Background: an optimization exercise with open tools, aiming at small area, a short achievable clock period and few clock cycles. Do not read the settings as production practice.
Function was checked by simulation only, so behaviour that the tests miss may differ from the original.
No activity file was given, so power comes from the tool's default toggle rates.

--- flow/design.v ---
module our_multicycle_cpu #(
  parameter int              XLEN     = 32,
  parameter int              NREGS    = 32,
  parameter logic [XLEN-1:0] RESET_PC = '0
) (
  input  logic            clk,
  input  logic            reset,
  output logic            imem_req,
  output logic [XLEN-1:0] imem_addr,
  input  logic            imem_ready,
  input  logic [31:0]     imem_rdata,
  output logic            dmem_req,
  output logic            dmem_we,
  output logic [XLEN-1:0] dmem_addr,
  output logic [XLEN-1:0] dmem_wdata,
  input  logic            dmem_ready,
  input  logic [XLEN-1:0] dmem_rdata,
  output logic            halt
);
  logic [31:0] pc_f;
  logic        redir_pend;
  logic        valid_d, pred_d;
  logic [31:0] ir_d, alt_d;
  logic        valid_e, pred_e;
  logic        e_alu, e_sub, e_and, e_or, e_slt, e_imm, e_lw, e_sw, e_beq, e_ill;
  logic [4:0]  rd_e;
  logic        fa_e, fb_e;
  logic [31:0] opa_e, opb_e, imm_e, alt_e;
  logic        wb_valid;
  logic [4:0]  wb_rd;
  logic [31:0] wb_val;
  logic [4:0]  ld_rd;
  logic [31:0] rf [1:31];
  logic [31:1] rf_ok;
  assign imem_addr = pc_f;
  logic [31:0] immb_f, tgt_f, seq_f, next_f, alt_f;
  logic        pred_f;
  assign immb_f = {{20{imem_rdata[31]}}, imem_rdata[7], imem_rdata[30:25], imem_rdata[11:8], 1'b0};
  assign tgt_f  = pc_f + immb_f;
  assign seq_f  = pc_f + 32'd4;
  assign pred_f = (imem_rdata[6:0] == 7'b1100011) &&
                  (imem_rdata[31] || (imem_rdata[19:15] == imem_rdata[24:20]));
  assign next_f = pred_f ? tgt_f : seq_f;
  assign alt_f  = pred_f ? seq_f : tgt_f;
  logic [6:0] d_opc, d_f7;
  logic [2:0] d_f3;
  logic [4:0] d_rs1, d_rs2, d_rd;
  assign d_opc = ir_d[6:0];
  assign d_f3  = ir_d[14:12];
  assign d_f7  = ir_d[31:25];
  assign d_rs1 = ir_d[19:15];
  assign d_rs2 = ir_d[24:20];
  assign d_rd  = ir_d[11:7];
  logic d_rtype, d_alu, d_sub, d_and, d_or, d_slt, d_addi, d_lw, d_sw, d_beq, d_ill;
  logic d_use1, d_use2, d_wr;
  logic [31:0] d_imm;
  assign d_rtype = (d_opc == 7'b0110011);
  assign d_sub   = d_rtype && d_f3 == 3'b000 && d_f7 == 7'h20;
  assign d_and   = d_rtype && d_f3 == 3'b111 && d_f7 == 7'h00;
  assign d_or    = d_rtype && d_f3 == 3'b110 && d_f7 == 7'h00;
  assign d_slt   = d_rtype && d_f3 == 3'b010 && d_f7 == 7'h00;
  assign d_alu   = d_rtype && d_f3 == 3'b000 && d_f7 == 7'h00;    
  assign d_addi  = (d_opc == 7'b0010011) && d_f3 == 3'b000;
  assign d_lw    = (d_opc == 7'b0000011) && d_f3 == 3'b010;
  assign d_sw    = (d_opc == 7'b0100011) && d_f3 == 3'b010;
  assign d_beq   = (d_opc == 7'b1100011) && d_f3 == 3'b000;
  assign d_ill   = !(d_alu || d_sub || d_and || d_or || d_slt || d_addi || d_lw || d_sw || d_beq);
  assign d_use1  = !d_ill;
  assign d_use2  = d_rtype || d_sw || d_beq;
  assign d_wr    = (d_alu || d_sub || d_and || d_or || d_slt || d_addi) && d_rd != 5'd0;
  assign d_imm   = d_sw ? {{20{ir_d[31]}}, ir_d[31:25], ir_d[11:7]} : {{20{ir_d[31]}}, ir_d[31:20]};
  logic gstall, ld_done, mis_e, redirect, lu_stall, halt_now, take_f, adv_e, free_d;
  logic taken_e;
  logic [31:0] a_e, b_e;
  assign gstall   = dmem_req && !dmem_ready;
  assign ld_done  = dmem_req && dmem_ready && !dmem_we;
  assign a_e      = fa_e ? wb_val : opa_e;
  assign b_e      = fb_e ? wb_val : opb_e;
  assign taken_e  = (a_e == b_e);
  assign mis_e    = valid_e && e_beq && (taken_e != pred_e) && !gstall;
  assign redirect = mis_e || redir_pend;
  assign halt_now = valid_e && e_ill && !gstall && imem_ready;    
  assign lu_stall = valid_d && valid_e && e_lw && rd_e != 5'd0 &&
                    ((d_use1 && d_rs1 == rd_e) || (d_use2 && d_rs2 == rd_e));
  assign adv_e    = valid_d && !gstall && !redirect && !lu_stall && !(valid_e && e_ill);
  assign free_d   = !valid_d || adv_e;
  assign take_f   = imem_req && imem_ready && free_d && !gstall && !redirect && !(valid_e && e_ill);
  function automatic logic [31:0] rd_port(input logic [4:0] idx);
    if (idx == 5'd0) rd_port = '0;
    else if (wb_valid && wb_rd == idx) rd_port = wb_val;
    else if (ld_done && ld_rd == idx) rd_port = dmem_rdata;
    else rd_port = rf_ok[idx] ? rf[idx] : '0;
  endfunction
  logic [31:0] d_a, d_b;
  logic        d_fa, d_fb;
  assign d_a  = rd_port(d_rs1);
  assign d_b  = rd_port(d_rs2);
  assign d_fa = valid_e && !e_lw && !e_sw && !e_beq && !e_ill && rd_e != 5'd0 && rd_e == d_rs1;
  assign d_fb = valid_e && !e_lw && !e_sw && !e_beq && !e_ill && rd_e != 5'd0 && rd_e == d_rs2;
  logic [31:0] bsel, addend, sum, alu;
  logic        subtract;
  assign subtract = e_sub || e_slt;
  assign bsel   = e_imm ? imm_e : b_e;
  assign addend = subtract ? ~bsel : bsel;
  assign sum    = a_e + addend + {31'd0, subtract};
  always_comb begin
    if (e_and)      alu = a_e & b_e;
    else if (e_or)  alu = a_e | b_e;
    else if (e_slt) alu = {31'd0, (a_e[31] != b_e[31]) ? a_e[31] : sum[31]};
    else            alu = sum;
  end
  always_ff @(posedge clk) begin
    if (reset) begin
      pc_f       <= RESET_PC;
      imem_req   <= 1'b1;
      redir_pend <= 1'b0;
      valid_d    <= 1'b0;
      valid_e    <= 1'b0;
      wb_valid   <= 1'b0;
      dmem_req   <= 1'b0;
      halt       <= 1'b0;
    end else begin
      if (take_f) begin
        pc_f    <= next_f;
        ir_d    <= imem_rdata;
        alt_d   <= alt_f;
        pred_d  <= pred_f;
        valid_d <= 1'b1;
      end else begin
        if (redirect && imem_ready) pc_f <= alt_e;
        if (redirect || halt_now || free_d) valid_d <= 1'b0;
      end
      redir_pend <= redirect && !imem_ready;
      if (!gstall) begin
        if (!(valid_e && e_ill)) valid_e <= adv_e;
        wb_valid <= valid_e && (e_alu || e_sub || e_and || e_or || e_slt || e_imm && !e_lw && !e_sw) &&
                    rd_e != 5'd0 && !halt_now;
        wb_rd   <= rd_e;
        wb_val  <= alu;
        dmem_req <= valid_e && (e_lw || e_sw);
        if (valid_e && (e_lw || e_sw)) begin
          dmem_we    <= e_sw;
          dmem_addr  <= sum;
          dmem_wdata <= b_e;
          ld_rd      <= rd_e;
        end
      end
      if (adv_e) begin
        pred_e <= pred_d;
        alt_e  <= alt_d;
        e_alu  <= d_alu;
        e_sub  <= d_sub;
        e_and  <= d_and;
        e_or   <= d_or;
        e_slt  <= d_slt;
        e_imm  <= d_addi || d_lw || d_sw;
        e_lw   <= d_lw;
        e_sw   <= d_sw;
        e_beq  <= d_beq;
        e_ill  <= d_ill;
        rd_e   <= d_wr ? d_rd : (d_lw ? d_rd : 5'd0);
        fa_e   <= d_fa;
        fb_e   <= d_fb;
        opa_e  <= d_a;
        opb_e  <= d_b;
        imm_e  <= d_imm;
      end
      if (halt_now) begin
        halt     <= 1'b1;
        imem_req <= 1'b0;
        dmem_req <= 1'b0;
        valid_e  <= 1'b0;
      end
    end
  end
  always_ff @(posedge clk) begin
    if (ld_done && ld_rd != 5'd0) rf[ld_rd] <= dmem_rdata;
    else if (wb_valid) rf[wb_rd] <= wb_val;
  end
  always_ff @(posedge clk) begin
    if (reset) rf_ok <= '0;
    else if (ld_done && ld_rd != 5'd0) rf_ok[ld_rd] <= 1'b1;
    else if (wb_valid) rf_ok[wb_rd] <= 1'b1;
  end
endmodule
--- flow/run.sh ---
#!/bin/bash
# synth_recipe.tcl (not shown) runs the flow's synth.tcl, then flattens the netlist and writes it again
# the make line also repeats each setting of config.mk as NAME=value (left out here)
make -C /OpenROAD-flow-scripts/flow DESIGN_CONFIG=/design/flow/config.mk WORK_HOME=/design/flow/orfs CLKGATE_MAP_FILE= SYNTH_SCRIPT=/design/flow/synth_recipe.tcl finish
--- flow/config.mk ---
export PLATFORM = sky130hd
export DESIGN_NAME = our_multicycle_cpu
export DESIGN_NICKNAME = our_multicycle_cpu
export VERILOG_FILES = /design/flow/design.v
export SDC_FILE = /design/flow/constraint.sdc
export NUM_CORES = 4
export LEC_CHECK = 0
export CAP_MARGIN = 20
export CORE_MARGIN = 2
export CORE_UTILIZATION = 45
export SLEW_MARGIN = 20
--- flow/constraint.sdc ---
create_clock -name core_clock -period 6.5 [get_ports {clk}]
set_input_delay 1.3000 -clock core_clock [delete_from_list [all_inputs] [get_ports {clk}]]
set_output_delay 1.3000 -clock core_clock [all_outputs]
set_load 0.01 [all_outputs]
==> summary.txt <==
==> flip-flops by register name, summed over array words and instances, names as in the netlist, 5 cells and up, named ones only <==
signal	count
alt_e	32
dmem_wdata	32
opb_e	32
ir_d	32
wb_val	32
rf_ok	31
pc_f	32
imm_e	12
dmem_addr	32
opa_e	32
alt_d	32
ld_rd	5
rf	992
wb_rd	5
rd_e	5
==> layer usage <==
layer	share of wire [%]	track usage [%]	vias up
met1	41	34.48	22181
li1	-	-	18223
met2	49	41.50	1548
met5	0	0	-
met4	3.5	9.111	0
met3	6.1	3.825	274
==> power groups by stage <==
stage	clock, W	combinational, W	sequential, W
2_1_floorplan	0	0.00225	0.0102
3_3_place_gp	0	0.00329	0.0103
3_5_place_dp	0	0.00330	0.0103
4_1_cts	0.00846	0.00331	0.0101
5_1_grt	0.00881	0.00351	0.0101
6_report	0.00834	0.00330	0.0101
==> path summary, 6_finish.rpt <==
path	startpoint	end	cells past startpoint
max	fb_e	ir_d[0]	12
min	alt_d[27]	alt_e[27]	0
max reg2reg	fb_e	ir_d[0]	12
min reg2reg	alt_d[27]	alt_e[27]	0
==> layout make-up <==
class | instances | area share, %
multi-input cells | 2685 | 35.47
well taps | 2044 | 3.240
repair buffers | 286 | 3.610
diodes | 2 | 0.006340
clock inverters | 83 | 0.9605
inverters | 105 | 0.4993
flip-flops and latches | 1370 | 51.14
clock buffers | 190 | 5.077
==> kinds of logic after synthesis <==
logic type               after synthesis  synth area share (%)
flip-flops                          1370                 57.98
multiplexers                         863                 23.21
AND/OR/NAND/NOR                      844                 5.690
AO/OA/AOI/OAI                        658                 5.997
buffers and inverters                406                 2.264
XOR/XNOR                             169                 2.127
adder cells (fa/ha/maj)              151                 2.737
==> cells in the final DEF (no fill, tap or decap), types with 23 or more instances in the layout <==
master           netlist  final
a21o_1                39     39
a21oi_1              251    251
buf_4                  2     97
clkbuf_1             204     33
clkbuf_16              0    153
clkdlybuf4s50_1        0    166
clkinv_1               1     34
clkinv_2               0     23
dfxtp_1               80     70
edfxtp_1            1290   1290
ha_1                 149    149
inv_1                104    104
mux2_2                76     76
mux2i_1              191    191
mux4_2               590    590
nand2_1              180    179
nand2b_1              25     25
nand3_1               44     44
nor2_1               322    287
nor2_4                 0     34
nor2b_1               33     33
nor3_1               100     96
o21a_1                76     76
o21ai_0              115    115
xnor2_1               71     71
xor2_1                98     98
==> through the flow <==
stage	total power, W	util [%]
3_5_place_dp	0.01362	48.21
4_1_cts	0.02191	51.30
6_report	0.02177	51.31
3_3_place_gp	0.01360	48.15
2_1_floorplan	0.01241	-
5_1_grt	0.02247	51.30
==> summary.txt <==
Outcome
  – Status: timing/DRC/antenna clean

Routing
  – Vias per inst: 6.242
  – Final wirelength: 199100 um
  – Routed vias: 42226
  – Residual DRC: 0
  – Routed length per instance: 29.43 um
  – Post-DRT Antenna Nets: 0
  – Iteration-0 DRC Markers: 4226
  – Drt first pass iters: 7

Pwr
  – Worst vdd ir: 0.2407 mV
  – Seq pwr share: a little under half
  – Switching share of power: 26.22%
  – Power per cell area: 275.8 mW/mm^2
  – Clock power share: 38.3%
  – Switching power: 0.005708 W
  – Comb pwr share: 15.1%
  – Leak: 26.20 nW
  – Cell Int Power: between 0.015 and 0.02 W

Layout
  – Fillers: 12610
  – Reg area: 0.04037 mm^2
  – Area Overhead vs Synth: 13.46%
  – Final nets: 4817
  – Finished Layout Cells: 6765
  – Final Cell Area: 0.07894 mm^2
  – Multi-input logic area: 0.02800 mm^2
  – Share of cells above drive strength 1: 22.93%

STA
  – Setup violators final: 0
  – Worst slew pin tran: 1.195 ns
  – Final setup TNS: 0 ns
  – Final Critical Period: 5.125 ns
  – Relative slew slack: 19.60%
  – Final-report hold violation count: 0
  – F_max: 195.1 MHz
  – Layout Skew: roughly 0.023 ns
  – RSZ-0062 raised after global routing: false
  – Max-slew violations: 0
  – Worst setup margin: 1.375 ns
  – Fin crit share: 78.85%
  – Hold_ws: ~0.41 ns

Global routing
  – GRT Total Usage: 25.32%
  – First-pass GRT wire length: ~300000 um
  – Largest net degree at the start of global routing: 108
  – Grt ovf: 0
  – Via count of the first global-routing pass: approximately 42000
  – Number of antenna violations at the first check in global routing: 1

Floorplanning
  – Die H: 397.2 um
  – Number of I/O pins: 168
  – Row count: 144
  – Initial Util: ~45%
  – Area of the core: 0.1539 mm^2
  – DIE AREA: 0.1578 mm^2
  – Width of the die: approximately 400 um

Clocking
  – Setup Buffers After CTS: 0
  – Clk pin slew, worst setup/hold paths: roughly 0.060 ns
  – Clock latency on the worst-skew pair: 0.81 ns
  – Post-CTS Resized: 0
  – Total CTS buffers: 150
  – Hold_buf cts: 0
  – CTS H-Tree Depth: 4
  – Clock Sinks: 1370
  – Clock root buffer: clkbuf_16
  – TritonCTS clock tree: done
  – Max Root-Sink Buffers: 3

Hold path
  – HP Class: reg -> reg

Logic synthesis
  – Flops & latches, synth: 1370
  – Ys async rst share: 0%
  – Yosys top cell area share: ~56%
  – Syn Nets: ~4700
  – Most frequent cell after synthesis: edfxtp_1
  – Synthesized instance count: 4461
  – EDFF count, synth: 1290
  – Post-Synthesis Cell Area: slightly below 0.07 mm^2
  – Synth area leaders: edfxtp_1 56%, mux4_2 19%, mux2i_1 2.7%
  – Post-synthesis sequential area ratio: 57.98%
  – Synth cell count leaders: 1290 x edfxtp_1, 590 x mux4_2, 322 x nor2_1, 251 x a21oi_1, 204 x clkbuf_1
  – Synth Flop Type: edfxtp_1
  – Cell taking the most area after synthesis: edfxtp_1
  – Post-Syn Area per Cell: 15.60 um^2
  – Post-synth cell types: just under 80
  – Synth warn: 1

Critical path
  – CP max stage cell: edfxtp_1
  – Top delay family on crit path: simple AND/OR/NAND/NOR gates
  – Worst-path cell chain: buf_4 > mux2_2 > inv_1 > ha_1 > nor4_1 > nand4_1 > nor2_1 > xor2_1 > a41o_1 > a2111oi_4 > and2_4 > buf_12
  – CP endpoint kind: flop
  – Max stage delay on crit path: 0.78 ns
  – CP required: approximately 7 ns
  – Crit Path Max Fanout: 47
  – Sum of buffers and inverters on the critical path: 3
  – Setup crit start kind: flop
  – R2r setup slk: 1.38 ns
  – Crit path DAT: 5.60 ns
  – CP Class: reg -> reg

Placement
  – Placed cells: 6490
  – I/O Buffers: 167
  – Gpl congestion: 0.8931
  – Post-detail-place hpwl: 132300 um
  – DP Worst Slack: 1.108 ns
  – Placed cell area: 0.07417 mm^2

Run
  – Max-cap check violation count: 0
Testbench counts, summed over its fixed seeds: cycles 16,654.

==> separate check: timing with driven ports <==
Ports are ideal in the flow. The routed layout listed here was re-timed in OpenROAD.
Step 1 (the two cells are an assumption about what drives the block):
set clk [get_ports {clk}]
set_driving_cell -lib_cell sky130_fd_sc_hd__clkbuf_16 $clk
set_driving_cell -lib_cell sky130_fd_sc_hd__buf_2 [delete_from_list [all_inputs] $clk]
Step 2 also shifts input and output timing later by t, the mid clock arrival at the registers, as if the neighbouring blocks saw the same clock.
Slacks: no drivers / after step 1 / after step 2; pairs: no drivers / after step 1.
shift t [ns]: 0.869
slack for setup (ns): 1.375 / 1.375 / 1.106
latest minus earliest clock arrival (ns): 0.031 / 0.032
After both steps setup and hold are still met in this run. The setup slack of this run moves by 0.000 ns with the drivers and by -0.269 ns with both steps.
